This design comes from an exercise in tuning for small area, a short achievable clock period and few clock cycles per item on the open sky130 flow, not from production work.
Only simulation tests tie the RTL to the original design; equivalence was not proved.
Power figures rest on the tool's default switching activity, not on a simulated workload.

Setup of try-raven:
## sigmoid_pipe
module sigmoid_pipe #(
  parameter int W     = 16,
  parameter int F     = W / 2,
  parameter int LANES = 4
) (
  input  logic               clk,
  input  logic               rst,
  input  logic               in_valid,
  output logic               in_ready,
  input  logic [LANES*W-1:0] in_data,
  input  logic               in_mode,
  output logic               out_valid,
  input  logic               out_ready,
  output logic [LANES*W-1:0] out_data,
  output logic [LANES-1:0]   out_sat
);
  logic       w_en;
  logic [1:0] r_vld;
  logic [1:0] r_mode;
  logic       w_mode;
  assign w_mode = in_mode;
  assign w_en      = !r_vld[1] || out_ready;
  assign in_ready  = w_en;
  assign out_valid = r_vld[1];
  always_ff @(posedge clk) begin
    if (rst)       r_vld <= '0;
    else if (w_en) r_vld <= {r_vld[0], in_valid};
  end
  always_ff @(posedge clk) begin
    if (w_en) r_mode <= {r_mode[0], w_mode};
  end
  for (genvar g = 0; g < LANES; g++) begin : g_lane
    sigmoid_lane u_lane (
      .clk    (clk),
      .i_en   (w_en),
      .i_mode (w_mode),
      .i_x    (in_data[g*W +: W]),
      .r_mode (r_mode[1]),
      .o_y    (out_data[g*W +: W]),
      .o_sat  (out_sat[g])
    );
  end
endmodule
Size: roughly 1300 cells after synthesis, ~84 flip-flops, about 140 I/O pins, roughly 9100 sq um of cells after synthesis.
export LEC_CHECK = 0
export ABC_AREA = 1
export CAP_MARGIN = 20
export CORE_MARGIN = 2
export CORE_UTILIZATION = 40
export SETUP_SLACK_MARGIN = 3.6
export SLEW_MARGIN = 20
create_clock -name core_clock -period 7.0 [get_ports {clk}]
standard.sh (not shown) runs the stock make flow with config.mk's settings and CLKGATE_MAP_FILE= SYNTH_SCRIPT=/design/flow/synth_recipe.tcl, a recipe that flattens the netlist after the stock synthesis.
==> flow/flow/run.sh <==
#!/bin/bash
# Layout flow: the standard ORFS flow with two changes:
#  - port buffers use the platform's plain buf_1 cell instead of the one buffer_ports picks;
#  - clock tree: small clock buffers and no dummy loads.
set -euo pipefail
export BUFFER_PORTS_ARGS="-buffer_cell sky130_fd_sc_hd__buf_1"
export CTS_ARGS="-sink_clustering_enable -repair_clock_nets -dont_use_dummy_load -buf_list {sky130_fd_sc_hd__clkbuf_4 sky130_fd_sc_hd__clkbuf_8} -root_buf sky130_fd_sc_hd__clkbuf_8"
bash standard.sh synth > synth.log 2>&1
bash standard.sh > layout.log 2>&1
Testbench counts of try-raven, summed over its fixed seeds: cycles 8,016, items 8,000.
Setup changes, try-raven to try-tundra
- swapping 3.6 for 2.8 in SETUP_SLACK_MARGIN
==> flow/flow/run.sh <==
#!/bin/bash
# Layout flow: the standard ORFS flow (standard.sh) with three changes:
#  - synthesis leaves the adders to ABC (no ADDER_MAP_FILE, so no fa/ha cells) and maps the
#    logic with ABC's area mapper (flow/abc_map.script) in place of ORFS's ABC script;
#    everything else in the synthesis, registers included, is the standard flow's own synth_recipe.tcl;
#  - port buffers use the platform's plain buf_1 cell instead of the one buffer_ports picks;
#  - clock tree: small clock buffers and no dummy loads.
# Each step's full output goes to a log file of its own here; ORFS keeps its per-step logs
# under orfs/logs/.
set -euo pipefail
W=$PWD
export BUFFER_PORTS_ARGS="-buffer_cell sky130_fd_sc_hd__buf_1"
export CTS_ARGS="-sink_clustering_enable -repair_clock_nets -dont_use_dummy_load -buf_list {sky130_fd_sc_hd__clkbuf_4 sky130_fd_sc_hd__clkbuf_8} -root_buf sky130_fd_sc_hd__clkbuf_8"

# synth_recipe.tcl with every "abc -script X ..." call given flow/abc_map.script as X
cat > "$W/synth_abc.tcl" <<TCL
proc abc {args} {
  set i [lsearch -exact \$args -script]
  if {\$i >= 0} { set args [lreplace \$args [expr {\$i + 1}] [expr {\$i + 1}] {$W/flow/abc_map.script}] }
  yosys abc {*}\$args
}
source {$W/synth_recipe.tcl}
TCL
sed "s#SYNTH_SCRIPT=[^ ]*#SYNTH_SCRIPT=$W/synth_abc.tcl ADDER_MAP_FILE=#" standard.sh > my_standard.sh
grep -q "SYNTH_SCRIPT=$W/synth_abc.tcl ADDER_MAP_FILE=" my_standard.sh

bash my_standard.sh synth > synth.log 2>&1
bash my_standard.sh > layout.log 2>&1
==> flow/flow/abc_map.script (new file) <==
strash
dc2
dch -f
amap
topo
stime -c
buffer -c
upsize -c
dnsize -c
--- outcome ---
try-tundra: flow completed, timing, DRC and antenna clean
try-tundra — worst ir drop on vdd 18% higher, try-raven as reference
Compared with try-raven, try-tundra shows a higher part of the power in the clock network.
Worst-skew pair later-pin latency essentially unchanged between try-tundra and try-raven.
Compared to try-raven, try-tundra shows a narrower setup margin.
The inputs of try-maple differ from those of try-tundra as listed below.
- clearing SETUP_SLACK_MARGIN, which used to be 2.8
- clearing ABC_AREA, which used to be 1
==> flow/flow/run.sh <==
#!/bin/bash
# Layout flow: the standard ORFS flow, with the port buffers made from the platform's
# plain buf_1 cell instead of the buffer buffer_ports would pick on its own.
set -euo pipefail
export BUFFER_PORTS_ARGS="-buffer_cell sky130_fd_sc_hd__buf_1"
bash standard.sh synth > synth.log 2>&1
bash standard.sh > layout.log 2>&1
removed: flow/flow/abc_map.script
Changes observed in try-maple relative to try-tundra: final instance count without filler cells rose by 25; total via count after detailed routing increased by about 2% relative to the old numbers; layout clock buffer count went up by 1.
Against try-tundra as the reference, try-maple delivers a higher average wire per standard cell.
Multi-input combinational cell count was lower in the run labelled try-maple.
Insertion delay of the later-clocked pin in the worst-skew pair in try-maple vs try-tundra: down 0.02 ns
Between try-tundra and try-maple, the flow reports number of placed cells counting well taps increasing slightly.
Relative to try-tundra, synthesized-area fraction occupied by xor and xnor cells increased by 6.5 points in try-maple.

[re-timing with driven ports]
No port has a modelled driver above. Below, the same layouts with a new extraction and two added sets of constraints. Step 1, drivers: a clkbuf_16 drives clk and a buf_2 each remaining input, both assumed. Step 2 times the ports against the registers' clock, not the clock port: input delays grow and output delays shrink by t, the midpoint of the rising clock arrivals with the driver on. Three values: ideal ports, drivers, drivers and shift; two values: the first two.
run | t (ns) | setup slack, ns | hold WS [ns] | worst setup path after step 2 | latest minus earliest clock arrival (ns)
try-raven | 0.377 | 3.531 / 3.495 / 3.554 | 0.422 / 0.422 / 0.422 | input to register | 0.023 / 0.022
try-tundra | 0.380 | 3.015 / 2.980 / 2.781 | 0.425 / 0.425 / 0.425 | input to register | 0.028 / 0.028
try-maple | 0.384 | 3.161 / 3.117 / 3.028 | 0.420 / 0.420 / 0.420 | input to register | 0.011 / 0.011
After both steps every run listed still meets setup and hold. The setup slack of try-tundra, which loses most, moves by -0.035 ns with the drivers and by -0.234 ns with both steps.
